This design comes from an exercise in tuning for small area, a short achievable clock period and few clock cycles on the open sky130 flow, not from production work. The RTL was checked by simulation tests, not by an equivalence proof against the original design.

==> flow/design.v (outline; a module is shown in full before it is edited, if it fits) <==
// module qsim_ctrl: 131 lines
// module real_mac: 1935 lines
// module imag_mac: 1951 lines
// module amp_writer: 77 lines
// module qsim_top: 153 lines
module qsim_top #(
  parameter int MAX_QUBITS = 4,
  parameter int MAX_GATES  = 4,
  localparam int MAX_N = 2 ** MAX_QUBITS,
  localparam int IN_AW = $clog2(MAX_N + 1),
  localparam int GT_AW = $clog2(MAX_GATES * MAX_N * MAX_N),
  localparam int SP_AW = MAX_QUBITS + 1
) (
  input  logic                  clk,
  input  logic                  reset_n,
  input  logic                  dut_valid,
  output logic                  dut_ready,
  output logic [IN_AW-1:0]      q_state_input_sram_read_address,
  input  qsim_pkg::word_t       q_state_input_sram_read_data,
  output logic [GT_AW-1:0]      q_gates_sram_read_address,
  input  qsim_pkg::word_t       q_gates_sram_read_data,
  output logic [SP_AW-1:0]      scratchpad_sram_read_address,
  input  qsim_pkg::word_t       scratchpad_sram_read_data,
  output logic                  scratchpad_sram_write_enable,
  output logic [SP_AW-1:0]      scratchpad_sram_write_address,
  output qsim_pkg::word_t       scratchpad_sram_write_data,
  output logic                  q_state_output_sram_write_enable,
  output logic [MAX_QUBITS-1:0] q_state_output_sram_write_address,
  output qsim_pkg::word_t       q_state_output_sram_write_data
);
  // ...
==> flow/run.sh <==
#!/bin/bash
# synth_recipe.tcl (not shown) runs the flow's synth.tcl, then flattens the netlist and writes it again
# the make line also repeats each setting of config.mk as NAME=value (left out here)
make -C /OpenROAD-flow-scripts/flow DESIGN_CONFIG=/design/flow/config.mk WORK_HOME=/design/flow/orfs CLKGATE_MAP_FILE= SYNTH_SCRIPT=/design/flow/synth_recipe.tcl finish
==> flow/config.mk <==
export PLATFORM = sky130hd
export DESIGN_NAME = qsim_top
export DESIGN_NICKNAME = qsim_top
export VERILOG_FILES = /design/flow/design.v
export SDC_FILE = /design/flow/constraint.sdc
export NUM_CORES = 4
export LEC_CHECK = 0
export CAP_MARGIN = 20
export CORE_MARGIN = 2
export CORE_UTILIZATION = 40
export SLEW_MARGIN = 20
==> flow/constraint.sdc <==
create_clock -name core_clock -period 12.0 [get_ports {clk}]
set_input_delay 2.4000 -clock core_clock [delete_from_list [all_inputs] [get_ports {clk}]]
set_output_delay 2.4000 -clock core_clock [all_outputs]
set_load 0.01 [all_outputs]
==> summary.txt, run 1 <==
most frequent cells after synthesis 504 x fa_1, 490 x inv_1, 467 x xnor2_1; hold path cells 0; Mapped Nets between 4000 and 5000; post-detailed-route wirelength per cell between 20 and 25 um; synthesized cell area about 40000 sq um; first-pass GRT wire length 179 mm; R2R setup slack around 7.7 ns; slew of the pin with the lowest slew margin around 1.1 ns; count leader, synth fa_1; Final Util 0.449; DR iter-0 viols around 2400; crit path from gr_neg_b[2]$_DFF_P_; vias post-DR 29000; Hold EP ctrl_i.f_p[1]$_DFF_PN0_; Slew headroom 0.245; total wire length 116 mm; slowest cell delay on critical path around 0.64 ns; vias in the first global route approximately 30000; post-route cell area between 40000 and 50000 sq um; status finished clean; DRC Markers 0
Testbench counts, summed over its fixed seeds: cycles 68,716.
==> inputs of run 2 (changes only) <==
==> flow/flow/run.sh (new file) <==
#!/bin/bash
# Own layout flow: the standard ORFS flow (standard.sh) at the design's
# clock period and constraints, with two changes in how the layout is made:
#  * timing repair aims for SETUP_SLACK_MARGIN ns of setup slack on the worst
#    path only (TNS_END_PERCENT 0), so the resizer works on the paths that set
#    the achieved period;
#  * port buffers are buf_4 instead of the default pick.
# The synthesis is the standard one, unchanged. Each step's full output
# goes to its own log file in this folder.
set -euo pipefail

export SETUP_SLACK_MARGIN=${SETUP_SLACK_MARGIN:-8.0}
export TNS_END_PERCENT=0
export BUFFER_PORTS_ARGS="-buffer_cell sky130_fd_sc_hd__buf_4"

bash standard.sh synth > log_synth.txt 2>&1
bash standard.sh floorplan > log_floorplan.txt 2>&1
bash standard.sh place > log_place.txt 2>&1
bash standard.sh cts > log_cts.txt 2>&1
bash standard.sh route > log_route.txt 2>&1
bash standard.sh finish > log_finish.txt 2>&1
test -s out/final.def
==> flow/flow/fa_polarity.py (new file) <==
#!/usr/bin/env python3
"""Remove inverters around full-adder cells in a mapped sky130 netlist.

A full adder is self-dual: FA(~a, ~b, ~c) = (~sum, ~cout). Yosys's extract_fa
often picks the inverted form, which leaves inverters between the adders of a
multiplier tree. This pass chooses, for every fa cell, whether to use its
inputs and outputs as they are or all complemented, greedily lowering the
number of nets that need an inverted copy, and then rewires the inverters.
Registers and every other cell keep their names, types and connections.

usage: fa_polarity.py IN.v OUT.v
"""
import re
import sys

CELL_RE = re.compile(r'^(\s*)(sky130_fd_sc_hd__\w+)\s+(\S+)\s*\((.*?)\);\s*$', re.S | re.M)
PIN_RE = re.compile(r'\.(\w+)\(([^()]*)\)')
OUT_PINS = {'X', 'Y', 'Q', 'Q_N', 'SUM', 'COUT', 'HI', 'LO'}
FA_IN = ('A', 'B', 'CIN')
FA_OUT = ('SUM', 'COUT')


def esc(n):
    # an escaped identifier ends at white space
    return n + " " if n.startswith("\\") else n


def is_inv(t):
    return re.match(r'sky130_fd_sc_hd__(clk)?inv_\d+$', t) is not None


def main(src, dst):
    text = open(src).read()
    if re.search(r'^\s*assign\s', text, re.M):
        # keep it simple: only netlists without assigns are rewritten
        open(dst, 'w').write(text)
        print("fa_polarity: assign statements present, netlist unchanged")
        return
    cells = []
    for m in CELL_RE.finditer(text):
        pins = [(p, n.strip()) for p, n in PIN_RE.findall(m.group(4))]
        cells.append({'type': m.group(2), 'name': m.group(3), 'pins': pins,
                      'span': m.span(), 'indent': m.group(1)})
    driver = {}
    loads = {}
    for ci, c in enumerate(cells):
        for p, n in c['pins']:
            if p in OUT_PINS:
                driver[n] = (ci, p)
            else:
                loads.setdefault(n, []).append((ci, p))
    # output ports count as fixed loads
    ports_out = set()
    for m in re.finditer(r'^\s*output\s+(\[[^\]]*\]\s*)?([^;]+);', text, re.M):
        for nm in m.group(2).split(','):
            ports_out.add(nm.strip())

    def port_load(n):
        base = n.split('[')[0].strip()
        return base in ports_out or n in ports_out

    fa = [ci for ci, c in enumerate(cells) if re.match(r'sky130_fd_sc_hd__fa_\d+$', c['type'])]
    fa_set = set(fa)

    # roots: nets driven by a non-inverter (or undriven: inputs, constants)
    def root_of(n):
        d = driver.get(n)
        if d is not None and is_inv(cells[d[0]]['type']):
            a = dict(cells[d[0]]['pins'])['A']
            r, par = root_of(a)
            return r, par ^ 1
        return n, 0

    # a root is editable when its inverters are one level deep, feed only
    # ordinary cell pins, and neither the root nor an inverter output is a port
    inv_of = {}
    editable = {}
    for ci, c in enumerate(cells):
        if is_inv(c['type']):
            a = dict(c['pins'])['A']
            inv_of.setdefault(a, []).append(ci)

    def check_root(r):
        if r in editable:
            return editable[r]
        ok = True
        d = driver.get(r)
        if d is None or is_inv(cells[d[0]]['type']):
            ok = False
        for ci in inv_of.get(r, []):
            y = dict(cells[ci]['pins'])['Y']
            if port_load(y):
                ok = False
            for lc, lp in loads.get(y, []):
                if is_inv(cells[lc]['type']):
                    ok = False
        editable[r] = ok
        return ok

    # polarity-relevant roots: every FA input root and every FA output net
    roots = set()
    for ci in fa:
        pins = dict(cells[ci]['pins'])
        for p in FA_IN:
            roots.add(root_of(pins[p])[0])
        for p in FA_OUT:
            if p in pins:
                roots.add(pins[p])
    flippable = {}
    for ci in fa:
        pins = dict(cells[ci]['pins'])
        ok = all(check_root(root_of(pins[p])[0]) for p in FA_IN)
        ok = ok and all(check_root(pins[p]) for p in FA_OUT if p in pins)
        ok = ok and all(not port_load(pins[p]) for p in FA_OUT if p in pins)
        flippable[ci] = ok

    # for each editable root: its sinks as (cell, pin, parity)
    sinks = {}
    for r in roots:
        if not editable.get(r):
            continue
        lst = []
        for lc, lp in loads.get(r, []):
            if not is_inv(cells[lc]['type']):
                lst.append((lc, lp, 0))
        for ic in inv_of.get(r, []):
            y = dict(cells[ic]['pins'])['Y']
            for lc, lp in loads.get(y, []):
                lst.append((lc, lp, 1))
        sinks[r] = lst

    flip = {ci: 0 for ci in fa}
    drv_fa = {}
    for r in sinks:
        d = driver[r]
        drv_fa[r] = d[0] if d[0] in fa_set else None

    def need(r, lc, par):
        v = par
        if drv_fa[r] is not None:
            v ^= flip[drv_fa[r]]
        if lc in fa_set:
            v ^= flip[lc]
        return v

    def cost(r):
        return 1 if any(need(r, lc, par) for lc, lp, par in sinks[r]) else 0

    touch = {ci: set() for ci in fa}
    for r, lst in sinks.items():
        if drv_fa[r] is not None:
            touch[drv_fa[r]].add(r)
        for lc, lp, par in lst:
            if lc in fa_set:
                touch[lc].add(r)

    before = sum(cost(r) for r in sinks)
    for _ in range(20):
        changed = 0
        for ci in fa:
            if not flippable[ci]:
                continue
            rs = touch[ci]
            if not all(r in sinks for r in rs):
                continue
            c0 = sum(cost(r) for r in rs)
            flip[ci] ^= 1
            c1 = sum(cost(r) for r in rs)
            if c1 < c0:
                changed += 1
            else:
                flip[ci] ^= 1
        if not changed:
            break
    after = sum(cost(r) for r in sinks)

    # rewrite connections
    newpins = {ci: dict(c['pins']) for ci, c in enumerate(cells)}
    order = {ci: [p for p, n in c['pins']] for ci, c in enumerate(cells)}
    delete = set()
    extra = []
    extra_wires = []
    nnew = 0
    for r, lst in sinks.items():
        invs = inv_of.get(r, [])
        inv_lst = [(lc, lp) for lc, lp, par in lst if need(r, lc, par)]
        pos_lst = [(lc, lp) for lc, lp, par in lst if not need(r, lc, par)]
        for lc, lp in pos_lst:
            newpins[lc][lp] = r
        if inv_lst:
            if invs:
                keep = invs[0]
                y = newpins[keep]['Y']
                for ic in invs[1:]:
                    delete.add(ic)
            else:
                nnew += 1
                y = f"fapol_n{nnew}"
                extra_wires.append(y)
                extra.append((f"fapol_i{nnew}", r, y))
            for lc, lp in inv_lst:
                newpins[lc][lp] = y
        else:
            for ic in invs:
                delete.add(ic)

    out = []
    pos = 0
    for ci, c in enumerate(cells):
        s, e = c['span']
        out.append(text[pos:s])
        pos = e
        if ci in delete:
            continue
        body = ",\n".join(f"{c['indent']}  .{p}({esc(newpins[ci][p])})" for p in order[ci])
        out.append(f"{c['indent']}{c['type']} {c['name']} (\n{body}\n{c['indent']});\n")
    out.append(text[pos:])
    res = "".join(out)
    if extra:
        decl = "".join(f"  wire {w};\n" for w in extra_wires)
        inst = "".join(f"  sky130_fd_sc_hd__inv_1 {n} (\n    .A({esc(a)}),\n    .Y({y})\n  );\n" for n, a, y in extra)
        idx = res.rindex("endmodule")
        res = res[:idx] + inst + res[idx:]
        m = re.search(r'^\s*wire\s', res, re.M)
        res = res[:m.start()] + "\n" + decl + res[m.start() + 1:]
    open(dst, 'w').write(res)
    print(f"fa_polarity: {len(fa)} full adders, {sum(flip.values())} flipped, "
          f"inverted nets {before} -> {after}, {len(delete)} inverters removed, {nnew} added")


if __name__ == "__main__":
    main(sys.argv[1], sys.argv[2])
==> flow/standard.sh (new file) <==
#!/bin/bash
# synth_recipe.tcl (not shown) runs the flow's synth.tcl, then flattens the netlist and writes it again
# the make line also repeats each setting of config.mk as NAME=value (left out here)
make -C /OpenROAD-flow-scripts/flow DESIGN_CONFIG=/design/flow/config.mk WORK_HOME=/design/flow/orfs CLKGATE_MAP_FILE= SYNTH_SCRIPT=/design/flow/synth_recipe.tcl "${@:-finish}"
removed: flow/run.sh
==> run 2 against run 1 <==
Against the previous run:
- core utilization decreased by 0.14 points
- clock skew grew 0.0060 ns
- clock-buffer cell count decreased by 5
- hold slack got worse by 0.0046 ns
- synthesized cell count is the same
- via count fell by 0.50%
- global-route usage grew 0.11 points
- routed wire length increased by 0.40%
- register-to-register slack improved by 0.32 ns
==> summary.txt, run 2 <==
vias in the first global route 29300 (was 29600); synth top area cells fa_1 25%, dfxtp_1 23%, xnor2_1 10%, ha_1 4.5%, inv_1 4.5% (unchanged); unrepaired setup endpoints after global routing true (was false); most frequent cells after synthesis 504 x fa_1, 490 x inv_1, 467 x xnor2_1 (unchanged); Num CTS Buffers 66 (unchanged); simple-gate area share of the yosys netlist 0.0547 (unchanged); area leader, netlist fa_1 (unchanged); hold path cells 0 (unchanged); Layout Cells excl Fill 5367 (was 5354); post-synthesis mux area share 0.0228 (unchanged); crit end category flip-flop (unchanged); # rows 116 (unchanged); Reg2Reg Depth 9 (was 8); Final Critical Period 4.01 ns (was 4.33 ns); synthesized cell area 40500 sq um (unchanged); die height 322 um (unchanged); Starting Density 0.404 (unchanged); Critical Path RT 12.49 ns (about the same); die area 104000 sq um (unchanged); Max Cap Viol 0 (unchanged); Multi-input gate area 26300 sq um (about the same); Die Wd 322 um (unchanged); Layout Nets 4702 (was 4692); Max Fclk 249 MHz (was 231 MHz); H-tree depth 3 (unchanged); post-route cell area 44900 sq um (was 45000 sq um); Sum Neg Setup Slack 0 ns (unchanged); Largest regs state_a (32), state_b (32), writer_i.word_q (32) (unchanged); commonest non-fill, non-tap cell in the layout fa_1 (unchanged); post-synth top area share 0.249 (unchanged); Synth Instances 4028 (unchanged); compound-cell area share of the yosys netlist 0.133 (unchanged); total wire length 116 mm (about the same); clk_skew 0.0373 ns (was 0.0313 ns); CP Launch Type flip-flop (unchanged); clock-pin slew on the worst setup and hold paths 0.06 ns (about the same); Seq/Total Area, Yosys 0.266 (unchanged); Clk Latency, worst-skew pair 0.64 ns (was 0.65 ns); DRT Pass-1 Iters 5 (was 6); post-synth cell types 82 (unchanged); ys async rst share 0.121 (unchanged); DR iter-0 viols 2898 (was 2410); Reg area 10900 sq um (was 10800 sq um); Detail Route Antenna Nets 0 (unchanged); CTS Buffer Depth 3 (unchanged); Syn-to-layout area delta 10.9% (was 11.2%); crit path kind flip-flop to flip-flop (unchanged); Fillers 9487 (was 9452); clk sinks 522 (unchanged); R2R setup slack 7.99 ns (was 7.67 ns); count leader, synth fa_1 (unchanged); Final Hold Fails 0 (unchanged); mean post-synth cell area 10.1 sq um (unchanged); Synth Area in Adders 0.295 (unchanged); R2R Path Start gr_one_b[5]$_DFF_P_ (was gr_neg_b[2]$_DFF_P_); DRC Markers 0 (unchanged); slew of the pin with the lowest slew margin 1.13 ns (about the same); Hold EP ctrl_i.last_d[2]$_DFF_PN0_ (was ctrl_i.f_p[1]$_DFF_PN0_); Hold Crit Class flip-flop to flip-flop (unchanged); first-pass GRT wire length 179 mm (about the same); Slew headroom 0.246 (was 0.245); vias post-DR 28800 (was 29000); Final Cycle Share 0.334 (was 0.361); core area 100000 sq um (unchanged); Worst EP arrival 4.50 ns (was 4.82 ns); share of post-route cells with drive strength above 1 0.127 (was 0.0551); Synth Register Bits 522 (unchanged); Overall Global Routing Usage 0.227 (was 0.226); most frequent cells in the layout 504 x fa_1, 487 x inv_1, 467 x xnor2_1 (was 504 x fa_1, 490 x inv_1, 467 x xnor2_1); hold path startpoint ctrl_i.last_d[1]$_DFF_PN0_ (was ctrl_i.f_p[0]$_DFF_PN0_); final setup violating endpoints 0 (unchanged); post-detailed-route wirelength per cell 21.7 um (about the same); Main synth FF type dfxtp_1 (unchanged); Top Ports 195 (unchanged); placer congestion estimate 0.906 (was 0.912); largest net degree at the start of global routing 64 (unchanged); CTS tree done (unchanged); Yosys warnings 5 (unchanged); placed cell areas 42300 sq um (was 42800 sq um); Post-Place Cells 5234 (was 5231); Reg-to-Reg End imag_mac_i.cut774$_DFF_P_ (was imag_mac_i.cut768$_DFF_P_); post-synthesis xor/xnor area fraction 0.144 (unchanged); Vias/cell 5.37 (was 5.41); DP HPWL 87.4 mm (was 86.8 mm); status finished clean (unchanged); Post-synth EDFFs 0 (unchanged); initial antenna violation count 14 (was 20); Mapped Nets 4778 (unchanged); I/O Buffers 194 (unchanged); Slew Viols, Final 0 (unchanged); main combinational cell family by area after synthesis adder cells (unchanged); Clock Tree Root clkbuf_16 (unchanged); CP max FO 17 (was 13); GRT Residual Overflow 0 (unchanged)
[run 2: cell counts after synthesis]
Identical to the previous run, type by type.
[run 2: area by class of cell]
cell class              instances  area share
multi-input cells            2632       0.585
clock inverters                32     0.00972
diodes                          8    0.000446
clock buffers                  86      0.0437
inverters                     496      0.0418
flip-flops and latches        522       0.242
repair buffers                234      0.0391
well taps                    1357      0.0378
[run 2: worst max-delay path, stage by stage, from the launching register on]
cell and delay, ns:
dfxtp_1 0.81, o22ai_1 0.19, xnor2_1 0.18, fa_1 0.53, inv_1 0.07, fa_1 0.49, fa_1 0.55, inv_1 0.05
fa_1 0.51, fa_1 0.49
[run 2: cells by family after synthesis]
family | count (synthesis)
AO/OA/AOI/OAI | 803
multiplexers | 87
flip-flops | 522
XOR/XNOR | 666
AND/OR/NAND/NOR | 425
buffers and inverters | 874
adder cells (fa/ha/maj) | 651
[run 2: stage by stage]
stage | util | hold slack, ns | setup slack [ns]
after global placement | 0.422 | 0.334 | 7.80
after CTS | 0.447 | 0.338 | 7.99
final | 0.448 | 0.340 | 7.99
after detailed placement | 0.422 | 0.335 | 7.75
after global routing | 0.448 | 0.352 | 7.90
after floorplan | - | 0.331 | 7.93
[run 2: how the worst max path moves through the flow]
stage                                   start                         to  depth (start not counted)
after floorplan           gr_neg_a[3]$_DFF_P_  real_mac_i.cut765$_DFF_P_                         10
after CTS                 gr_one_a[3]$_DFF_P_  real_mac_i.cut765$_DFF_P_                          9
after global routing      gr_one_b[5]$_DFF_P_  imag_mac_i.cut765$_DFF_P_                          9
final                     gr_one_b[5]$_DFF_P_  imag_mac_i.cut774$_DFF_P_                          9
after detailed placement  gr_neg_b[2]$_DFF_P_  imag_mac_i.cut768$_DFF_P_                          8
after global placement    gr_neg_a[4]$_DFF_P_  real_mac_i.cut777$_DFF_P_                          8
[run 2: routing by layer]
metal | share of wire | vias up | track usage | wire [um]
met5 | 0.00069 | - | 0 | 80
met4 | 0.032 | 14 | 0.0784 | 3670
met3 | 0.090 | 206 | 0.0470 | 10500
met2 | 0.44 | 1308 | 0.347 | 51200
met1 | 0.44 | 14300 | 0.319 | 51000
li1 | - | 13000 | - | -
[run 2: repair_timing]
action | in CTS | in global routing
hold endpoints to repair | 0 | 0
resized for setup | 49 | 34
endpoints found under the setup margin | 34 | 38
hold buffers | 0 | 0
setup buffers | 7 | 0
==> inputs of run 3 (changes only) <==
--- a/flow/flow/run.sh
+++ b/flow/flow/run.sh
@@ -10,5 +10,5 @@
 set -euo pipefail
 
-export SETUP_SLACK_MARGIN=${SETUP_SLACK_MARGIN:-8.0}
+export SETUP_SLACK_MARGIN=${SETUP_SLACK_MARGIN:-8.5}
 export TNS_END_PERCENT=0
 export BUFFER_PORTS_ARGS="-buffer_cell sky130_fd_sc_hd__buf_4"
==> run 3 against run 2 <==
Against the previous run:
- clock-buffer cell count is 14 lower
- global-route usage is 0.12 points lower
- critical path type is now flip-flop to primary output
- critical path depth is 8 lower
- still clean on timing, DRC and antenna
==> summary.txt, run 3 <==
Slew Viols, Final 0 (unchanged); Sum Neg Setup Slack 0 ns (unchanged); Max Fclk 269 MHz (was 249 MHz); Seq/Total Area, Yosys 0.266 (unchanged); Clock Tree Root clkbuf_16 (unchanged); Synth Area in Adders 0.295 (unchanged); area leader, netlist fa_1 (unchanged); Reg-to-Reg End real_mac_i.cut762$_DFF_P_ (was imag_mac_i.cut774$_DFF_P_); Hold EP ctrl_i.last_d[3]$_DFF_PN0_ (was ctrl_i.last_d[2]$_DFF_PN0_); post-synthesis mux area share 0.0228 (unchanged); Max Cap Viol 0 (unchanged); DRT Pass-1 Iters 6 (was 5); final setup violating endpoints 0 (unchanged); Detail Route Antenna Nets 0 (unchanged); simple-gate area share of the yosys netlist 0.0547 (unchanged); Final Cycle Share 0.310 (was 0.334); GRT Residual Overflow 0 (unchanged); status finished clean (unchanged); post-detailed-route wirelength per cell 21.6 um (was 21.7 um); clk sinks 522 (unchanged); Layout Nets 4721 (was 4702); Multi-input gate area 26600 sq um (was 26300 sq um); Final Critical Period 3.72 ns (was 4.01 ns); slew of the pin with the lowest slew margin 1.08 ns (was 1.13 ns); Post-Place Cells 5238 (was 5234); Die Wd 322 um (unchanged); Fillers 9429 (was 9487); Main synth FF type dfxtp_1 (unchanged); first-pass GRT wire length 179 mm (about the same); Yosys warnings 5 (unchanged); clk_skew 0.0294 ns (was 0.0373 ns); DRC Markers 0 (unchanged); Overall Global Routing Usage 0.226 (was 0.227); Synth Instances 4028 (unchanged); share of post-route cells with drive strength above 1 0.151 (was 0.127); Hold Crit Class flip-flop to flip-flop (unchanged); Num CTS Buffers 60 (was 66); mean post-synth cell area 10.1 sq um (unchanged); Critical Path RT 9.60 ns (was 12.49 ns); ys async rst share 0.121 (unchanged); Largest regs state_a (32), state_b (32), writer_i.word_q (32) (unchanged); # rows 116 (unchanged); main combinational cell family by area after synthesis adder cells (unchanged); crit path kind flip-flop to primary output (was flip-flop to flip-flop); Final Hold Fails 0 (unchanged); synth top area cells fa_1 25%, dfxtp_1 23%, xnor2_1 10%, ha_1 4.5%, inv_1 4.5% (unchanged); largest net degree at the start of global routing 64 (unchanged); Worst EP arrival 1.32 ns (was 4.50 ns); compound-cell area share of the yosys netlist 0.133 (unchanged); Reg2Reg Depth 6 (was 9); post-synth cell types 82 (unchanged); commonest non-fill, non-tap cell in the layout fa_1 (unchanged); core area 100000 sq um (unchanged); CP Launch Type flip-flop (unchanged); vias in the first global route 29200 (was 29300); Starting Density 0.404 (unchanged); crit end category primary output (was flip-flop); total wire length 117 mm (was 116 mm); clock-pin slew on the worst setup and hold paths 0.07 ns (was 0.06 ns); unrepaired setup endpoints after global routing true (unchanged); count leader, synth fa_1 (unchanged); hold path cells 0 (unchanged); initial antenna violation count 15 (was 14); Mapped Nets 4778 (unchanged); vias post-DR 28700 (was 28800); CTS Buffer Depth 3 (unchanged); slowest cell delay on critical path 0.47 ns (was 0.81 ns); crit-path cells buf_4 (was o22ai_1, xnor2_1, fa_1, inv_1, fa_1, fa_1, inv_1, fa_1, fa_1); CP max FO 9 (was 17); most frequent cells in the layout 500 x fa_1, 487 x inv_1, 459 x xnor2_1 (was 504 x fa_1, 487 x inv_1, 467 x xnor2_1); post-synthesis xor/xnor area fraction 0.144 (unchanged); post-synth top area share 0.249 (unchanged); Synth Register Bits 522 (unchanged); R2R setup slack 8.32 ns (was 7.99 ns); DR iter-0 viols 2618 (was 2898); R2R Path Start state_a[3]$_DFF_P_ (was gr_one_b[5]$_DFF_P_); WP depth 1 (was 9); WP buf/inv 1 (was 2); H-tree depth 2 (was 3); die area 104000 sq um (unchanged); CTS tree done (unchanged); crit path from ctrl_i.col[0]$_DFFE_PN0P_ (was gr_one_b[5]$_DFF_P_); hold path startpoint ctrl_i.last_d[2]$_DFF_PN0_ (was ctrl_i.last_d[1]$_DFF_PN0_); Post-synth EDFFs 0 (unchanged); synthesized cell area 40500 sq um (unchanged); slowest CP cell dfrtp_2 (was dfxtp_1); Slew headroom 0.280 (was 0.246); Layout Cells excl Fill 5386 (was 5367); DP HPWL 87.5 mm (was 87.4 mm); die height 322 um (unchanged); Reg area 11100 sq um (was 10900 sq um); CP top delay family flip-flops (was adder cells); I/O Buffers 194 (unchanged); Vias/cell 5.33 (was 5.37); most frequent cells after synthesis 504 x fa_1, 490 x inv_1, 467 x xnor2_1 (unchanged); Hold-fix buffers, CTS 0 (unchanged); Clk Latency, worst-skew pair 0.69 ns (was 0.64 ns); Syn-to-layout area delta 12.0% (was 10.9%); Top Ports 195 (unchanged); placer congestion estimate 0.894 (was 0.906)
run 3: cell count changes in the layout (fill, tap and decap cells not counted), moves of 6 or more:
| cell | change |
|---|---|
| a22oi_1 | -24 |
| a22oi_2 | +24 |
| buf_4 | +18 |
| buf_6 | +6 |
| clkbuf_16 | -11 |
| clkinv_2 | +6 |
| clkinvlp_4 | +6 |
| dfxtp_1 | -24 |
| dfxtp_2 | -53 |
| dfxtp_4 | +77 |
| o22ai_1 | -9 |
| o22ai_2 | +9 |
| xnor2_1 | -8 |
| xnor2_2 | +8 |
run 3: cell families (layout without fill, tap and decap cells):
| family | count (synthesis) | count (layout) |
|---|---|---|
| xor+xnor | 666 | 666 |
| simple gates | 425 | 425 |
| fa+ha+maj | 651 | 651 |
| other cells | 0 | 6 |
| compound gates | 803 | 803 |
| buf+inv | 874 | 869 |
| flops | 522 | 522 |
| mux | 87 | 87 |
run 3: per-stage QoR:
| stage | util | setup slack, ns | hold slack (ns) | cell area (sq um) |
|---|---|---|---|---|
| 5_1_grt | 0.452 | 8.20 | 0.353 | 45400 |
| 4_1_cts | 0.448 | 8.23 | 0.351 | 45000 |
| 3_3_place_gp | 0.424 | 7.84 | 0.334 | 42600 |
| 2_1_floorplan | - | 8.46 | 0.331 | 41500 |
| 3_5_place_dp | 0.424 | 7.83 | 0.337 | 42600 |
| 6_report | 0.452 | 8.28 | 0.347 | 45400 |
run 3: repair_timing:
action | 4_1_cts | 5_1_grt
setup endpoints to repair | 196 | 188
resized for setup | 110 | 95
cloned | 0 | 0
endpoints found under the hold margin | 0 | 0
buffers inserted | 11 | 17
pin swaps | 0 | 5
run 3: worst max-delay path by stage:
| stage | endpoint | slack, ns |
|---|---|---|
| detailed placement | real_mac_i.cut765$_DFF_P_ | 7.83 |
| global route | imag_mac_i.acc_lo[17]$_DFF_P_ | 8.20 |
| floorplan | real_mac_i.cut765$_DFF_P_ | 8.46 |
| CTS | dut_ready | 8.23 |
| global placement | real_mac_i.cut765$_DFF_P_ | 7.84 |
| finish | scratchpad_sram_read_address[0] | 8.28 |
run 3: layout make-up:
class,count,area share
antenna,6,0.000331
sequential,522,0.245
multi-input combinational,2632,0.585
clock inverter,42,0.0114
clock buffer,72,0.0361
timing repair buffer,259,0.0433
inverter,496,0.0415
tap,1357,0.0374
run 3: routing by layer:
metal | track usage | wire (um) | part of all wire | vias to the layer above
met3 | 0.0622 | 11700 | 0.10 | 206
met5 | 0 | 93 | 0.00080 | -
met2 | 0.344 | 51300 | 0.44 | 1198
li1 | - | - | - | 13000
met1 | 0.309 | 49900 | 0.43 | 14300
met4 | 0.0752 | 3600 | 0.031 | 14
==> inputs of run 4 (changes only) <==
==> flow/flow/run.sh (replaced) <==
#!/bin/bash
# Own layout flow: the standard ORFS flow (standard.sh) at the design's
# clock period and constraints, with these changes in how the layout is made:
#  * after the standard synthesis, flow/fa_polarity.py removes inverters
#    between full-adder cells (a full adder with all inputs and outputs
#    complemented is the same cell); registers are untouched;
#  * timing repair aims for SETUP_SLACK_MARGIN ns of setup slack, worst path
#    only (TNS_END_PERCENT 0), so the resizer works on the paths that set the
#    achieved period;
#  * port buffers are buf_4 instead of the default pick.
# Each step's full output goes to its own log file in this folder.
set -euo pipefail

export SETUP_SLACK_MARGIN=${SETUP_SLACK_MARGIN:-8.5}
export TNS_END_PERCENT=0
export BUFFER_PORTS_ARGS="-buffer_cell sky130_fd_sc_hd__buf_4"

RES=$(pwd)/orfs/results/$FLOW_PLATFORM/qsim_top/base

bash standard.sh "$RES/1_2_yosys.v" > log_synth.txt 2>&1
cp "$RES/1_2_yosys.v" 1_2_yosys_standard.v
python3 flow/fa_polarity.py 1_2_yosys_standard.v "$RES/1_2_yosys.v" > log_fa_polarity.txt 2>&1
bash standard.sh synth > log_synth_odb.txt 2>&1
bash standard.sh floorplan > log_floorplan.txt 2>&1
bash standard.sh place > log_place.txt 2>&1
bash standard.sh cts > log_cts.txt 2>&1
bash standard.sh route > log_route.txt 2>&1
bash standard.sh finish > log_finish.txt 2>&1
test -s out/final.def
--- a/flow/config.mk
+++ b/flow/config.mk
@@ -8,4 +8,4 @@
 export CAP_MARGIN = 20
 export CORE_MARGIN = 2
-export CORE_UTILIZATION = 40
+export CORE_UTILIZATION = 60
 export SLEW_MARGIN = 20
==> run 4 against run 3 <==
Against the previous run:
- die area fell by 34%
- via count rose by 0.31%
- synthesized cell count fell by 5.0%
==> summary.txt, run 4 <==
commonest non-fill, non-tap cell in the layout fa_1 (unchanged); Detail Route Antenna Nets 0 (unchanged); largest net degree at the start of global routing 64 (unchanged); clk sinks 522 (unchanged); Slew Viols, Final 0 (unchanged); DP HPWL 85.4 mm (was 87.5 mm); CTS Buffer Depth 3 (unchanged); post-detailed-route wirelength per cell 24.1 um (was 21.6 um); CTS tree done (unchanged); first-pass GRT wire length 177 mm (was 179 mm); slowest CP cell dfstp_2 (was dfrtp_2); total wire length 114 mm (was 117 mm); mean post-synth cell area 10.4 sq um (was 10.1 sq um); final setup violating endpoints 0 (unchanged); Largest regs state_a (32), state_b (32), writer_i.word_q (32) (unchanged); unrepaired setup endpoints after global routing true (unchanged); share of post-route cells with drive strength above 1 0.152 (was 0.151); Layout Nets 4538 (was 4721); crit end category primary output (unchanged); Sum Neg Setup Slack 0 ns (unchanged); I/O Buffers 194 (unchanged); Final Cycle Share 0.310 (about the same); slew of the pin with the lowest slew margin 1.06 ns (was 1.08 ns); clk_skew 0.0427 ns (was 0.0294 ns); DRC Markers 0 (unchanged); vias post-DR 28800 (was 28700); Final Critical Period 3.71 ns (was 3.72 ns); crit-path cells buf_6 (was buf_4); DRT Pass-1 Iters 6 (unchanged); Synth Instances 3825 (was 4028); Yosys warnings 5 (unchanged); WP buf/inv 1 (unchanged); Num CTS Buffers 57 (was 60); status finished clean (unchanged); Starting Density 0.605 (was 0.404); Max Fclk 269 MHz (about the same); DR iter-0 viols 2491 (was 2618); Overall Global Routing Usage 0.338 (was 0.226); initial antenna violation count 5 (was 15); die height 261 um (was 322 um); Final Hold Fails 0 (unchanged); Mapped Nets 4575 (was 4778); crit path kind flip-flop to primary output (unchanged); slowest cell delay on critical path 0.55 ns (was 0.47 ns); most frequent cells in the layout 499 x fa_1, 464 x xnor2_1, 362 x dfxtp_1 (was 500 x fa_1, 487 x inv_1, 459 x xnor2_1); post-route setup slack 8.29 ns (was 8.28 ns); die area 68300 sq um (was 104000 sq um); clock-pin slew on the worst setup and hold paths 0.06 ns (was 0.07 ns); Max Cap Viol 0 (unchanged); synthesized cell area 39700 sq um (was 40500 sq um); CP top delay family flip-flops (unchanged); CP max FO 2 (was 9); vias in the first global route 30100 (was 29200); Die Wd 261 um (was 322 um); Hold Crit Class flip-flop to flip-flop (unchanged); Clock Tree Root clkbuf_16 (unchanged); # rows 94 (was 116); Syn-to-layout area delta 9.96% (was 12.0%); Critical Path RT 9.60 ns (about the same); Clk Latency, worst-skew pair 0.65 ns (was 0.69 ns); Vias/cell 6.13 (was 5.33); GRT Residual Overflow 0 (unchanged); DP Worst Slack 7.85 ns (was 7.83 ns); placer congestion estimate 0.962 (was 0.894); Worst EP arrival 1.31 ns (was 1.32 ns); CP Launch Type flip-flop (unchanged); Slew headroom 0.295 (was 0.280); Top Ports 195 (unchanged); H-tree depth 2 (unchanged); core area 65600 sq um (was 100000 sq um); Fillers 5222 (was 9429)
==> run 4: through the flow <==
| stage | utilization | cells | hold WS [ns] | instance area (sq um) |
|---|---|---|---|---|
| 3_5_place_dp | 0.625 | 4544 | 0.335 | 41000 |
| 4_1_cts | 0.658 | 4660 | 0.349 | 43200 |
| 2_1_floorplan | - | 3825 | 0.331 | 40100 |
| 6_report | 0.666 | 4702 | 0.347 | 43700 |
| 3_3_place_gp | 0.625 | 4544 | 0.336 | 41000 |
| 5_1_grt | 0.666 | 4699 | 0.351 | 43700 |
==> run 4: worst paths after layout <==
| kind | cells after the start | slack (ns) | to | from |
|---|---|---|---|---|
| min in group asynchronous | 1 | 1.90 | ctrl_i.q_state_input_sram_read_address[4]$_DFFE_PN0P_ | reset_n |
| max in group asynchronous | 1 | 9.39 | ctrl_i.col[1]$_DFFE_PN0P_ | reset_n |
| min | 0 | 0.35 | ctrl_i.last_d[3]$_DFF_PN0_ | ctrl_i.last_d[2]$_DFF_PN0_ |
| min reg2reg | 0 | 0.35 | ctrl_i.last_d[3]$_DFF_PN0_ | ctrl_i.last_d[2]$_DFF_PN0_ |
| max | 1 | 8.29 | dut_ready | ctrl_i.dut_ready$_DFFE_PN1P_ |
| max reg2reg | 9 | 8.33 | real_mac_i.cut774$_DFF_P_ | gr_neg_a[2]$_DFF_P_ |
==> run 4: metal layers <==
metal | vias up | global-route usage | part of all wire
met5 | - | 0 | 0.00026
met4 | 4 | 0.112 | 0.034
met3 | 252 | 0.0709 | 0.089
met2 | 1354 | 0.535 | 0.46
met1 | 14500 | 0.465 | 0.41
li1 | 12700 | - | -
==> run 4: area by class of cell <==
cell class / instances / area [sq um] / share of cell area
tap: 864 / 1080 / 0.0247
timing repair buffer: 282 / 2120 / 0.0486
multi-input combinational: 2632 / 26400 / 0.604
antenna: 4 / 10.0 / 0.000229
sequential: 522 / 11100 / 0.253
inverter: 293 / 1120 / 0.0257
clock buffer: 75 / 1540 / 0.0353
clock inverter: 30 / 363 / 0.00831
==> run 4: what timing repair did <==
action,CTS,global route
setup endpoints to repair,186,180
buffers inserted,11,38
gates resized for setup,125,68
hold buffers,0,0
pin swaps,3,18
endpoints found under the hold margin,0,0
==> inputs of run 5 (changes only) <==
--- a/flow/flow/run.sh
+++ b/flow/flow/run.sh
@@ -12,5 +12,5 @@
 set -euo pipefail
 
-export SETUP_SLACK_MARGIN=${SETUP_SLACK_MARGIN:-8.5}
+export SETUP_SLACK_MARGIN=${SETUP_SLACK_MARGIN:-9.0}
 export TNS_END_PERCENT=0
 export BUFFER_PORTS_ARGS="-buffer_cell sky130_fd_sc_hd__buf_4"
--- a/flow/config.mk
+++ b/flow/config.mk
@@ -9,3 +9,5 @@
 export CORE_MARGIN = 2
 export CORE_UTILIZATION = 60
+export CTS_CLUSTER_DIAMETER = 100
+export CTS_CLUSTER_SIZE = 30
 export SLEW_MARGIN = 20
==> run 5 against run 4 <==
Against the previous run:
- flip-flop and latch count unchanged
- still clean
- cell count decreased by 1.9%
- critical path type is now flip-flop to flip-flop
- non-clock buffer count shrank 35
- highest routed layer unchanged
- first-iteration DRC count up 7.5%
- die area unchanged
- sequential share of layout area grew 0.33 points
- routed wire length down 0.92%
==> summary.txt, run 5 <==
status finished clean (unchanged); most frequent cells in the layout 496 x fa_1, 465 x xnor2_1, 364 x dfxtp_1 (was 499 x fa_1, 464 x xnor2_1, 362 x dfxtp_1); Layout Cells excl Fill 4614 (was 4702); worst hold slack 0.334 ns (was 0.347 ns); final setup violating endpoints 0 (unchanged); Final Critical Period 3.76 ns (was 3.71 ns); slowest cell delay on critical path 0.62 ns (was 0.55 ns); cell mode on critical path fa_1; crit path from state_a[24]$_DFF_P_ (was ctrl_i.dut_ready$_DFFE_PN1P_); I/O Buffers 194 (unchanged); Synth Instances 3825 (unchanged); Yosys warnings 5 (unchanged); H-tree depth 1 (was 2); placed cell areas 41300 sq um (was 41000 sq um); largest net degree at the start of global routing 64 (unchanged); GRT Residual Overflow 0 (unchanged); WP depth 8 (was 1); placer congestion estimate 1.00 (was 0.962); R2R Path Start state_a[24]$_DFF_P_ (was gr_neg_a[2]$_DFF_P_); Top Ports 195 (unchanged); core area 65600 sq um (unchanged); Reg2Reg Depth 8 (was 9); post-route met1 wirelength 46.9 mm (was 47.0 mm); Slew Viols, Final 0 (unchanged); DRC Markers 0 (unchanged); WP buf/inv 1 (unchanged); Clk Latency, worst-skew pair 0.65 ns (about the same); first-pass GRT wire length 173 mm (was 177 mm); Overall Global Routing Usage 0.332 (was 0.338); slowest CP cell dfxtp_2 (was dfstp_2); synthesized cell area 39700 sq um (unchanged); vias in the first global route 29300 (was 30100); Clock Tree Root clkbuf_16 (unchanged); share of post-route cells with drive strength above 1 0.148 (was 0.152); Hold Crit Class flip-flop to flip-flop (unchanged); Final Hold Fails 0 (unchanged); Num CTS Buffers 28 (was 57); crit end category flip-flop (was primary output); Max Cap Viol 0 (unchanged); DR iter-0 viols 2679 (was 2491); Vias/cell 6.17 (was 6.13); DRT Pass-1 Iters 6 (unchanged); DR WL met2 51.5 mm (was 52.6 mm); die area 68300 sq um (unchanged); crit path kind flip-flop to flip-flop (was flip-flop to primary output); CP top delay family adder cells (was flip-flops); clk_skew 0.0324 ns (was 0.0427 ns); Post-Place Cells 4540 (was 4544); CP Launch Type flip-flop (unchanged); Layout Nets 4474 (was 4538); Syn-to-layout area delta 7.51% (was 9.96%); Max Used Layer met5 (unchanged); total wire length 112 mm (was 114 mm); commonest non-fill, non-tap cell in the layout fa_1 (unchanged); Slew headroom 0.225 (was 0.295); mean post-synth cell area 10.4 sq um (unchanged); Detail Route Antenna Nets 0 (unchanged); hold path startpoint ctrl_i.last_d[2]$_DFF_PN0_ (unchanged); clock-pin slew on the worst setup and hold paths 0.11 ns (was 0.06 ns); Critical Path RT 12.51 ns (was 9.60 ns); Largest regs state_a (32), state_b (32), writer_i.word_q (32) (unchanged); Worst EP arrival 4.27 ns (was 1.31 ns); DP HPWL 84.8 mm (was 85.4 mm); # rows 94 (unchanged); hold path cells 0 (unchanged); WL met3 9.90 mm (was 10.1 mm); Starting Density 0.605 (unchanged); clk sinks 522 (unchanged); post-route cell area 42700 sq um (was 43700 sq um); R2R setup slack 8.24 ns (was 8.33 ns); Reg-to-Reg End real_mac_i.cut762$_DFF_P_ (was real_mac_i.cut774$_DFF_P_); vias post-DR 28500 (was 28800); Hold EP ctrl_i.last_d[3]$_DFF_PN0_ (unchanged); crit-path cells a22oi_2, xnor2_1, fa_1, inv_1, fa_1, fa_1, fa_1, fa_1 (was buf_6); Final Cycle Share 0.313 (was 0.310); CP max FO 16 (was 2); slew of the pin with the lowest slew margin 1.16 ns (was 1.06 ns); Sum Neg Setup Slack 0 ns (unchanged); Mapped Nets 4575 (unchanged); CTS tree done (unchanged); Die Wd 261 um (unchanged); post-detailed-route wirelength per cell 24.4 um (was 24.1 um); CTS Buffer Depth 3 (unchanged); Max Fclk 266 MHz (was 269 MHz); unrepaired setup endpoints after global routing true (unchanged); die height 261 um (unchanged); initial antenna violation count 10 (was 5)
## run 5: per-stage QoR
stage	utilization	setup slack [ns]
finish	0.651	8.24
global route	0.651	8.19
CTS	0.649	8.25
detailed placement	0.629	7.80
global placement	0.629	7.85
floorplan	-	8.61
## run 5: worst max-delay path by stage
stage,endpoint
final,real_mac_i.cut762$_DFF_P_
after global routing,imag_mac_i.acc_hi[16]$_DFF_P_
after CTS,dut_ready
after detailed placement,real_mac_i.cut777$_DFF_P_
after global placement,real_mac_i.cut774$_DFF_P_
after floorplan,real_mac_i.cut771$_DFF_P_
## run 5: what timing repair did
item | in CTS | in global routing
buffers inserted | 9 | 9
setup endpoints to repair | 275 | 288
cloned | 0 | 0
hold buffers | 0 | 0
pin swaps | 1 | 12
gates resized for setup | 108 | 20
## run 5: layout make-up
cell class                 count  area [sq um]
antenna                        4          10.0
clock buffer                  35           768
clock inverter                17           284
fill                        5263         22900
inverter                     293          1120
multi-input combinational   2632         26600
sequential                   522         10900
tap                          864          1080
timing repair buffer         247          1870
## run 5: layer usage
layer	vias to the layer above	global-route usage
li1	12500	-
met1	14400	0.458
met2	1329	0.526
met3	243	0.0665
met4	10	0.110
met5	-	0
## run 5: worst reg2reg max path: cells and delay by family (launching register included)
kind | cells | cell delay, ns
flip-flops | 1 | 0.62
adder cells (fa/ha/maj) | 5 | 2.60
XOR/XNOR | 1 | 0.18
AO/OA/AOI/OAI | 1 | 0.17
buffers and inverters | 1 | 0.08
==> inputs of run 6 (changes only) <==
--- a/flow/flow/run.sh
+++ b/flow/flow/run.sh
@@ -8,11 +8,11 @@
 #    only (TNS_END_PERCENT 0), so the resizer works on the paths that set the
 #    achieved period;
-#  * port buffers are buf_4 instead of the default pick.
+#  * port buffers are buf_2 instead of the default pick.
 # Each step's full output goes to its own log file in this folder.
 set -euo pipefail
 
-export SETUP_SLACK_MARGIN=${SETUP_SLACK_MARGIN:-9.0}
+export SETUP_SLACK_MARGIN=${SETUP_SLACK_MARGIN:-8.5}
 export TNS_END_PERCENT=0
-export BUFFER_PORTS_ARGS="-buffer_cell sky130_fd_sc_hd__buf_4"
+export BUFFER_PORTS_ARGS="-buffer_cell sky130_fd_sc_hd__buf_2"
 
 RES=$(pwd)/orfs/results/$FLOW_PLATFORM/qsim_top/base
--- a/flow/flow/fa_polarity.py
+++ b/flow/flow/fa_polarity.py
@@ -11,4 +11,5 @@
 usage: fa_polarity.py IN.v OUT.v
 """
+import random
 import re
 import sys
@@ -62,4 +63,7 @@
     fa = [ci for ci, c in enumerate(cells) if re.match(r'sky130_fd_sc_hd__fa_\d+$', c['type'])]
     fa_set = set(fa)
+    XSWAP = {'sky130_fd_sc_hd__xor2_1': 'sky130_fd_sc_hd__xnor2_1',
+             'sky130_fd_sc_hd__xnor2_1': 'sky130_fd_sc_hd__xor2_1'}
+    xo = [ci for ci, c in enumerate(cells) if c['type'] in XSWAP]
 
     # roots: nets driven by a non-inverter (or undriven: inputs, constants)
@@ -135,4 +139,12 @@
         d = driver[r]
         drv_fa[r] = d[0] if d[0] in fa_set else None
+    # an xor/xnor driving an editable root flips by becoming the other cell
+    for ci in xo:
+        pins = dict(cells[ci]['pins'])
+        y = pins.get('X', pins.get('Y'))
+        if y in sinks and not port_load(y):
+            flip[ci] = 0
+            flippable[ci] = True
+            drv_fa[y] = ci
 
     def need(r, lc, par):
@@ -147,5 +159,5 @@
         return 1 if any(need(r, lc, par) for lc, lp, par in sinks[r]) else 0
 
-    touch = {ci: set() for ci in fa}
+    touch = {ci: set() for ci in flip}
     for r, lst in sinks.items():
         if drv_fa[r] is not None:
@@ -156,23 +168,39 @@
 
     before = sum(cost(r) for r in sinks)
-    for _ in range(20):
-        changed = 0
-        for ci in fa:
-            if not flippable[ci]:
-                continue
-            rs = touch[ci]
-            if not all(r in sinks for r in rs):
-                continue
-            c0 = sum(cost(r) for r in rs)
-            flip[ci] ^= 1
-            c1 = sum(cost(r) for r in rs)
-            if c1 < c0:
-                changed += 1
-            else:
+
+    def descend():
+        for _ in range(50):
+            changed = 0
+            for ci in cand:
+                rs = touch[ci]
+                c0 = sum(cost(r) for r in rs)
                 flip[ci] ^= 1
-        if not changed:
-            break
+                c1 = sum(cost(r) for r in rs)
+                if c1 < c0:
+                    changed += 1
+                else:
+                    flip[ci] ^= 1
+            if not changed:
+                break
+
+    cand = [ci for ci in flip if flippable[ci] and all(r in sinks for r in touch[ci])]
+    descend()
+    best = dict(flip)
+    best_cost = sum(cost(r) for r in sinks)
+    rng = random.Random(1)
+    for _ in range(200):
+        for ci in cand:
+            if rng.random() < 0.1:
+                flip[ci] ^= 1
+        descend()
+        c = sum(cost(r) for r in sinks)
+        if c < best_cost:
+            best, best_cost = dict(flip), c
+        else:
+            flip.update(best)
+    flip.update(best)
     after = sum(cost(r) for r in sinks)
 
+    XSWAP_SET = set(ci for ci in xo if ci in flip)
     # rewrite connections
     newpins = {ci: dict(c['pins']) for ci, c in enumerate(cells)}
@@ -213,4 +241,10 @@
         if ci in delete:
             continue
+        if ci in XSWAP_SET and flip.get(ci):
+            # xor2 drives X, xnor2 drives Y
+            o_old, o_new = ('X', 'Y') if 'X' in newpins[ci] else ('Y', 'X')
+            newpins[ci][o_new] = newpins[ci].pop(o_old)
+            order[ci] = [o_new if p == o_old else p for p in order[ci]]
+            c = dict(c, type=XSWAP[c['type']])
         body = ",\n".join(f"{c['indent']}  .{p}({esc(newpins[ci][p])})" for p in order[ci])
         out.append(f"{c['indent']}{c['type']} {c['name']} (\n{body}\n{c['indent']});\n")
@@ -225,5 +259,5 @@
         res = res[:m.start()] + "\n" + decl + res[m.start() + 1:]
     open(dst, 'w').write(res)
-    print(f"fa_polarity: {len(fa)} full adders, {sum(flip.values())} flipped, "
+    print(f"fa_polarity: {len(fa)} full adders, {len(XSWAP_SET)} xor cells, {sum(flip.values())} flipped, "
           f"inverted nets {before} -> {after}, {len(delete)} inverters removed, {nnew} added")
 
--- a/flow/config.mk
+++ b/flow/config.mk
@@ -9,5 +9,3 @@
 export CORE_MARGIN = 2
 export CORE_UTILIZATION = 60
-export CTS_CLUSTER_DIAMETER = 100
-export CTS_CLUSTER_SIZE = 30
 export SLEW_MARGIN = 20
==> run 6 against run 5 <==
Against the previous run:
- routed wire length is 2.5% higher
- via count is 0.67% higher
- global-route usage is 1.3 points higher
- hold slack better by 0.0089 ns
- critical endpoint is now real_mac_i.cut759$_DFF_P_
- largest cell class unchanged
==> summary.txt, run 6 <==
clk_skew 0.0332 ns (was 0.0324 ns); slowest cell delay on critical path 0.97 ns (was 0.62 ns); H-tree depth 2 (was 1); Clock Tree Root clkbuf_16 (unchanged); Top Ports 195 (unchanged); largest net degree at the start of global routing 64 (unchanged); mean post-synth cell area 10.6 sq um (was 10.4 sq um); share of post-route cells with drive strength above 1 0.162 (was 0.148); CP Launch Type flip-flop (unchanged); slowest CP cell dfxtp_1 (was dfxtp_2); Slew Viols, Final 0 (unchanged); unrepaired setup endpoints after global routing true (unchanged); post-detailed-route wirelength per cell 25.1 um (was 24.4 um); Hold-fix buffers, CTS 0 (unchanged); # rows 93 (was 94); cell mode on critical path fa_1 (unchanged); slew of the pin with the lowest slew margin 1.02 ns (was 1.16 ns); DRT Pass-1 Iters 6 (unchanged); post-route setup slack 8.30 ns (was 8.24 ns); vias in the first global route 29800 (was 29300); crit-path cells a22oi_1, xor2_1, fa_1, fa_1, fa_1, fa_1 (was a22oi_2, xnor2_1, fa_1, inv_1, fa_1, fa_1, fa_1, fa_1); Worst EP arrival 4.21 ns (was 4.27 ns); Die Wd 260 um (was 261 um); Clk Latency, worst-skew pair 0.65 ns (about the same); Critical Path RT 12.51 ns (about the same); Max Fclk 271 MHz (was 266 MHz); Final Cycle Share 0.308 (was 0.313); die height 260 um (was 261 um); Mapped Nets 4473 (was 4575); Final Util 0.665 (was 0.651); clock-pin slew on the worst setup and hold paths 0.06 ns (was 0.11 ns); core area 64700 sq um (was 65600 sq um); DR iter-0 viols 2535 (was 2679); most frequent cells in the layout 496 x fa_1, 434 x xnor2_1, 350 x dfxtp_1 (was 496 x fa_1, 465 x xnor2_1, 364 x dfxtp_1); status finished clean (unchanged); Overall Global Routing Usage 0.345 (was 0.332); commonest non-fill, non-tap cell in the layout fa_1 (unchanged); die area 67600 sq um (was 68300 sq um); DP Worst Slack 7.76 ns (was 7.80 ns); crit path kind flip-flop to flip-flop (unchanged); CTS tree done (unchanged); crit end category flip-flop (unchanged); synthesized cell area 39400 sq um (was 39700 sq um); Slew headroom 0.317 (was 0.225); CTS Buffer Depth 3 (unchanged); Vias/cell 6.25 (was 6.17); DRC Markers 0 (unchanged); Sum Neg Setup Slack 0 ns (unchanged); initial antenna violation count 20 (was 10); Syn-to-layout area delta 9.32% (was 7.51%); vias post-DR 28700 (was 28500); CP max FO 16 (unchanged); Max Cap Viol 0 (unchanged); clk sinks 522 (unchanged); Final Hold Fails 0 (unchanged); Synth Instances 3723 (was 3825); first-pass GRT wire length 178 mm (was 173 mm); WP buf/inv 0 (was 1); Detail Route Antenna Nets 0 (unchanged); final setup violating endpoints 0 (unchanged); total wire length 115 mm (was 112 mm); Yosys warnings 5 (unchanged); placer congestion estimate 0.969 (was 1.00); Layout Nets 4423 (was 4474); Num CTS Buffers 57 (was 28); Hold Crit Class flip-flop to flip-flop (unchanged); Starting Density 0.608 (was 0.605); Final Critical Period 3.70 ns (was 3.76 ns); CP top delay family adder cells (unchanged); Largest regs state_a (32), state_b (32), writer_i.word_q (32) (unchanged); DP HPWL 86.1 mm (was 84.8 mm); I/O Buffers 194 (unchanged); GRT Residual Overflow 0 (unchanged)
-- run 6: worst paths after layout --
path | from | end | slack [ns] | depth (start not counted)
setup / recovery | state_a[4]$_DFF_P_ | real_mac_i.cut759$_DFF_P_ | 8.30 | 6
hold / removal | ctrl_i.last_d[2]$_DFF_PN0_ | ctrl_i.last_d[3]$_DFF_PN0_ | 0.34 | 0
setup reg to reg | state_a[4]$_DFF_P_ | real_mac_i.cut759$_DFF_P_ | 8.30 | 6
hold reg to reg | ctrl_i.last_d[2]$_DFF_PN0_ | ctrl_i.last_d[3]$_DFF_PN0_ | 0.34 | 0
max in group asynchronous | reset_n | ctrl_i.f_o[2]$_DFF_PN0_ | 9.31 | 2
min in group asynchronous | reset_n | ctrl_i.f_o[0]$_DFF_PN0_ | 1.98 | 2
-- run 6: worst reg2reg max path: cells and delay by family, from the launching register on --
| family | cells | cell delay (ns) |
|---|---|---|
| xor+xnor | 1 | 0.22 |
| flops | 1 | 0.97 |
| compound gates | 1 | 0.27 |
| fa+ha+maj | 4 | 2.09 |
-- run 6: routing by layer --
metal  global-route usage  share of wire  vias to the layer above
li1                     -              -                    12400
met1                0.466           0.41                    14300
met2                0.533           0.45                     1550
met3               0.0828          0.098                      349
met4                0.144          0.046                        8
met5                    0        0.00047                        -
-- run 6: timing repair --
| action | CTS | global route |
|---|---|---|
| gates cloned | 0 | 0 |
| pin swaps | 1 | 29 |
| setup buffers | 10 | 31 |
| endpoints found under the hold margin | 0 | 0 |
| endpoints found under the setup margin | 183 | 180 |
| resized for setup | 146 | 89 |
-- run 6: cell type report --
cell class / count / area (sq um)
Timing Repair Buffer: 269 / 1570
Clock inverter: 26 / 384
Multi-Input combinational cell: 2632 / 26500
Fill cell: 5030 / 21700
Antenna cell: 13 / 32.5
Tap cell: 855 / 1070
Sequential cell: 522 / 11100
Clock buffer: 79 / 1640
Inverter: 191 / 736
-- run 6: through the flow --
| stage | cells | hold slack (ns) | instance area (sq um) |
|---|---|---|---|
| 3_5_place_dp | 4428 | 0.335 | 40100 |
| 4_1_cts | 4543 | 0.347 | 42500 |
| 3_3_place_gp | 4428 | 0.333 | 40100 |
| 5_1_grt | 4581 | 0.351 | 43000 |
| 6_report | 4587 | 0.343 | 43000 |
| 2_1_floorplan | 3723 | 0.331 | 39800 |
==> inputs of run 7 (changes only) <==
--- a/flow/flow/run.sh
+++ b/flow/flow/run.sh
@@ -8,5 +8,6 @@
 #    only (TNS_END_PERCENT 0), so the resizer works on the paths that set the
 #    achieved period;
-#  * port buffers are buf_2 instead of the default pick.
+#  * port buffers are buf_2 instead of the default pick;
+#  * clock tree synthesis adds no dummy loads.
 # Each step's full output goes to its own log file in this folder.
 set -euo pipefail
@@ -15,4 +16,5 @@
 export TNS_END_PERCENT=0
 export BUFFER_PORTS_ARGS="-buffer_cell sky130_fd_sc_hd__buf_2"
+export CTS_ARGS="-sink_clustering_enable -repair_clock_nets -dont_use_dummy_load"
 
 RES=$(pwd)/orfs/results/$FLOW_PLATFORM/qsim_top/base
==> run 7 against run 6 <==
Against the previous run:
- still clean on timing, DRC and antenna
- clock-buffer cell count is 22 lower
- core utilization is 0.26 points lower
- area after synthesis stayed put
- cell count is 0.26% lower
- die area stayed put
- non-clock buffer count is 40 higher
- global-route usage is 0.38 points lower
- worst setup slack better by 0.015 ns
- via count is 0.69% lower
- flip-flop and latch count stayed put
- largest cell class unchanged
- highest routed layer unchanged
==> summary.txt, run 7 <==
status finished clean (unchanged); mean post-synth cell area 10.6 sq um (unchanged); Hold Crit Class flip-flop to flip-flop (unchanged); Detail Route Antenna Nets 0 (unchanged); Slew headroom 0.344 (was 0.317); CTS tree done (unchanged); Overall Global Routing Usage 0.341 (was 0.345); H-tree depth 2 (unchanged); Clk Latency, worst-skew pair 0.65 ns (about the same); I/O Buffers 194 (unchanged); commonest non-fill, non-tap cell in the layout fa_1 (unchanged); initial antenna violation count 12 (was 20); DRT Pass-1 Iters 6 (unchanged); share of post-route cells with drive strength above 1 0.167 (was 0.162); WP depth 1 (was 6); CP Launch Type flip-flop (unchanged); Final Critical Period 3.68 ns (was 3.70 ns); crit path kind flip-flop to primary output (was flip-flop to flip-flop); hold path cells 0 (unchanged); Worst EP arrival 1.28 ns (was 4.21 ns); slowest cell delay on critical path 0.54 ns (was 0.97 ns); unrepaired setup endpoints after global routing true (unchanged); post-detailed-route wirelength per cell 24.9 um (was 25.1 um); Final Hold Fails 0 (unchanged); # rows 93 (unchanged); Die Wd 260 um (unchanged); Layout Nets 4463 (was 4423); clk sinks 522 (unchanged); final setup violating endpoints 0 (unchanged); CTS Buffer Depth 3 (unchanged); vias in the first global route 29300 (was 29800); most frequent cells in the layout 489 x fa_1, 434 x xnor2_1, 350 x dfxtp_1 (was 496 x fa_1, 434 x xnor2_1, 350 x dfxtp_1); Final Cycle Share 0.307 (was 0.308); Slew Viols, Final 0 (unchanged); Vias/cell 6.22 (was 6.25); WP buf/inv 1 (was 0); CP top delay family flip-flops (was adder cells); Sum Neg Setup Slack 0 ns (unchanged); clk_skew 0.0721 ns (was 0.0332 ns); slew of the pin with the lowest slew margin 0.983 ns (was 1.02 ns); Syn-to-layout area delta 8.90% (was 9.32%); GRT Residual Overflow 0 (unchanged); core area 64700 sq um (unchanged); Max Fclk 272 MHz (was 271 MHz); DR iter-0 viols 2678 (was 2535); Largest regs state_a (32), state_b (32), writer_i.word_q (32) (unchanged); Max Cap Viol 0 (unchanged); largest net degree at the start of global routing 64 (unchanged); Final Util 0.662 (was 0.665); Num CTS Buffers 57 (unchanged); total wire length 114 mm (was 115 mm); DRC Markers 0 (unchanged); crit-path cells buf_6 (was a22oi_1, xor2_1, fa_1, fa_1, fa_1, fa_1); die height 260 um (unchanged); die area 67600 sq um (unchanged); Synth Instances 3723 (unchanged); Reg2Reg Depth 8 (was 6); Starting Density 0.608 (unchanged); clock-pin slew on the worst setup and hold paths 0.06 ns (about the same); Clock Tree Root clkbuf_16 (unchanged); crit end category primary output (was flip-flop); Critical Path RT 9.60 ns (was 12.51 ns); CP max FO 2 (was 16); DP HPWL 85.8 mm (was 86.1 mm); slowest CP cell dfstp_2 (was dfxtp_1); Yosys warnings 5 (unchanged); vias post-DR 28500 (was 28700); first-pass GRT wire length 176 mm (was 178 mm); synthesized cell area 39400 sq um (unchanged); Top Ports 195 (unchanged); Mapped Nets 4473 (unchanged); placer congestion estimate 0.957 (was 0.969)
run 7: area by class of cell:
cell class                      instances  area, sq um
Antenna cell                            9         22.5
Multi-Input combinational cell       2632        26600
Inverter                              191          736
Sequential cell                       522        11100
Tap cell                              855         1070
Clock buffer                           57         1430
Timing Repair Buffer                  309         1910
Fill cell                            5095        21800
run 7: per-stage QoR:
stage          worst slack (ns)  cell area, sq um  hold slack [ns]  instances
6_report                   8.32             42900            0.344       4575
5_1_grt                    8.28             42800            0.350       4570
4_1_cts                    8.29             42000            0.348       4500
3_5_place_dp               7.81             40100            0.336       4426
3_3_place_gp               7.82             40100            0.334       4426
2_1_floorplan              8.47             39800            0.331       3723
run 7: timing repair:
action	in CTS	in global routing
hold buffers	0	0
resized for setup	159	110
pin swaps	4	50
endpoints found under the setup margin	147	145
buffers inserted	17	66
run 7: final timing paths:
path / startpoint / endpoint / slack, ns
max reg2reg: gr_two_b[1]$_DFF_P_ / imag_mac_i.cut762$_DFF_P_ / 8.35
min reg2reg: ctrl_i.last_d[2]$_DFF_PN0_ / ctrl_i.last_d[3]$_DFF_PN0_ / 0.34
min in group asynchronous: reset_n / ctrl_i.q_reg[0]$_DFFE_PN0P_ / 1.99
max in group asynchronous: reset_n / ctrl_i.f_o[0]$_DFF_PN0_ / 9.30
min: ctrl_i.last_d[2]$_DFF_PN0_ / ctrl_i.last_d[3]$_DFF_PN0_ / 0.34
max: ctrl_i.dut_ready$_DFFE_PN1P_ / dut_ready / 8.32
run 7: routing by layer:
metal / global-route usage / part of all wire
met5: 0 / 0.00011
met1: 0.464 / 0.41
met3: 0.0772 / 0.091
met4: 0.117 / 0.037
met2: 0.539 / 0.46

-- separate check: timing with driven ports --
No port has a modelled driver above. Below, the same layouts with a new extraction and two added sets of constraints.
Step 1, drivers: a clkbuf_16 drives clk and a buf_2 each remaining input, both assumed.
Step 2 moves the port delays by t, midway between the first and last clock arrival at a register: inputs arrive t later, outputs are due t later. That takes back most of the time a late clock gives input paths.
a / b / c = ideal ports / drivers / drivers and shift; a / b = the first two.
| run | t, ns | setup slack, ns | worst hold slack (ns) | clock arrival spread, ns | cell pins on the clock port's net |
|---|---|---|---|---|---|
| run 1 | 0.693 | 7.668 / 7.668 / 7.635 | 0.345 / 0.345 / 0.345 | 0.035 / 0.035 | 1 |
| run 2 | 0.682 | 7.991 / 7.991 / 7.991 | 0.340 / 0.340 / 0.340 | 0.040 / 0.039 | 1 |
| run 3 | 0.738 | 8.278 / 8.210 / 7.997 | 0.347 / 0.347 / 0.347 | 0.033 / 0.033 | 1 |
| run 4 | 0.700 | 8.286 / 8.218 / 7.988 | 0.347 / 0.347 / 0.347 | 0.043 / 0.043 | 1 |
| run 5 | 0.696 | 8.240 / 8.205 / 7.933 | 0.334 / 0.334 / 0.334 | 0.039 / 0.039 | 1 |
| run 6 | 0.703 | 8.304 / 8.244 / 8.010 | 0.343 / 0.343 / 0.343 | 0.034 / 0.034 | 1 |
| run 7 | 0.677 | 8.318 / 8.251 / 8.041 | 0.344 / 0.344 / 0.344 | 0.072 / 0.073 | 1 |
After both steps setup and hold are still met in every run listed. For run 5, which loses most, drivers alone change the setup slack by -0.035 ns; drivers and shift together by -0.307 ns.
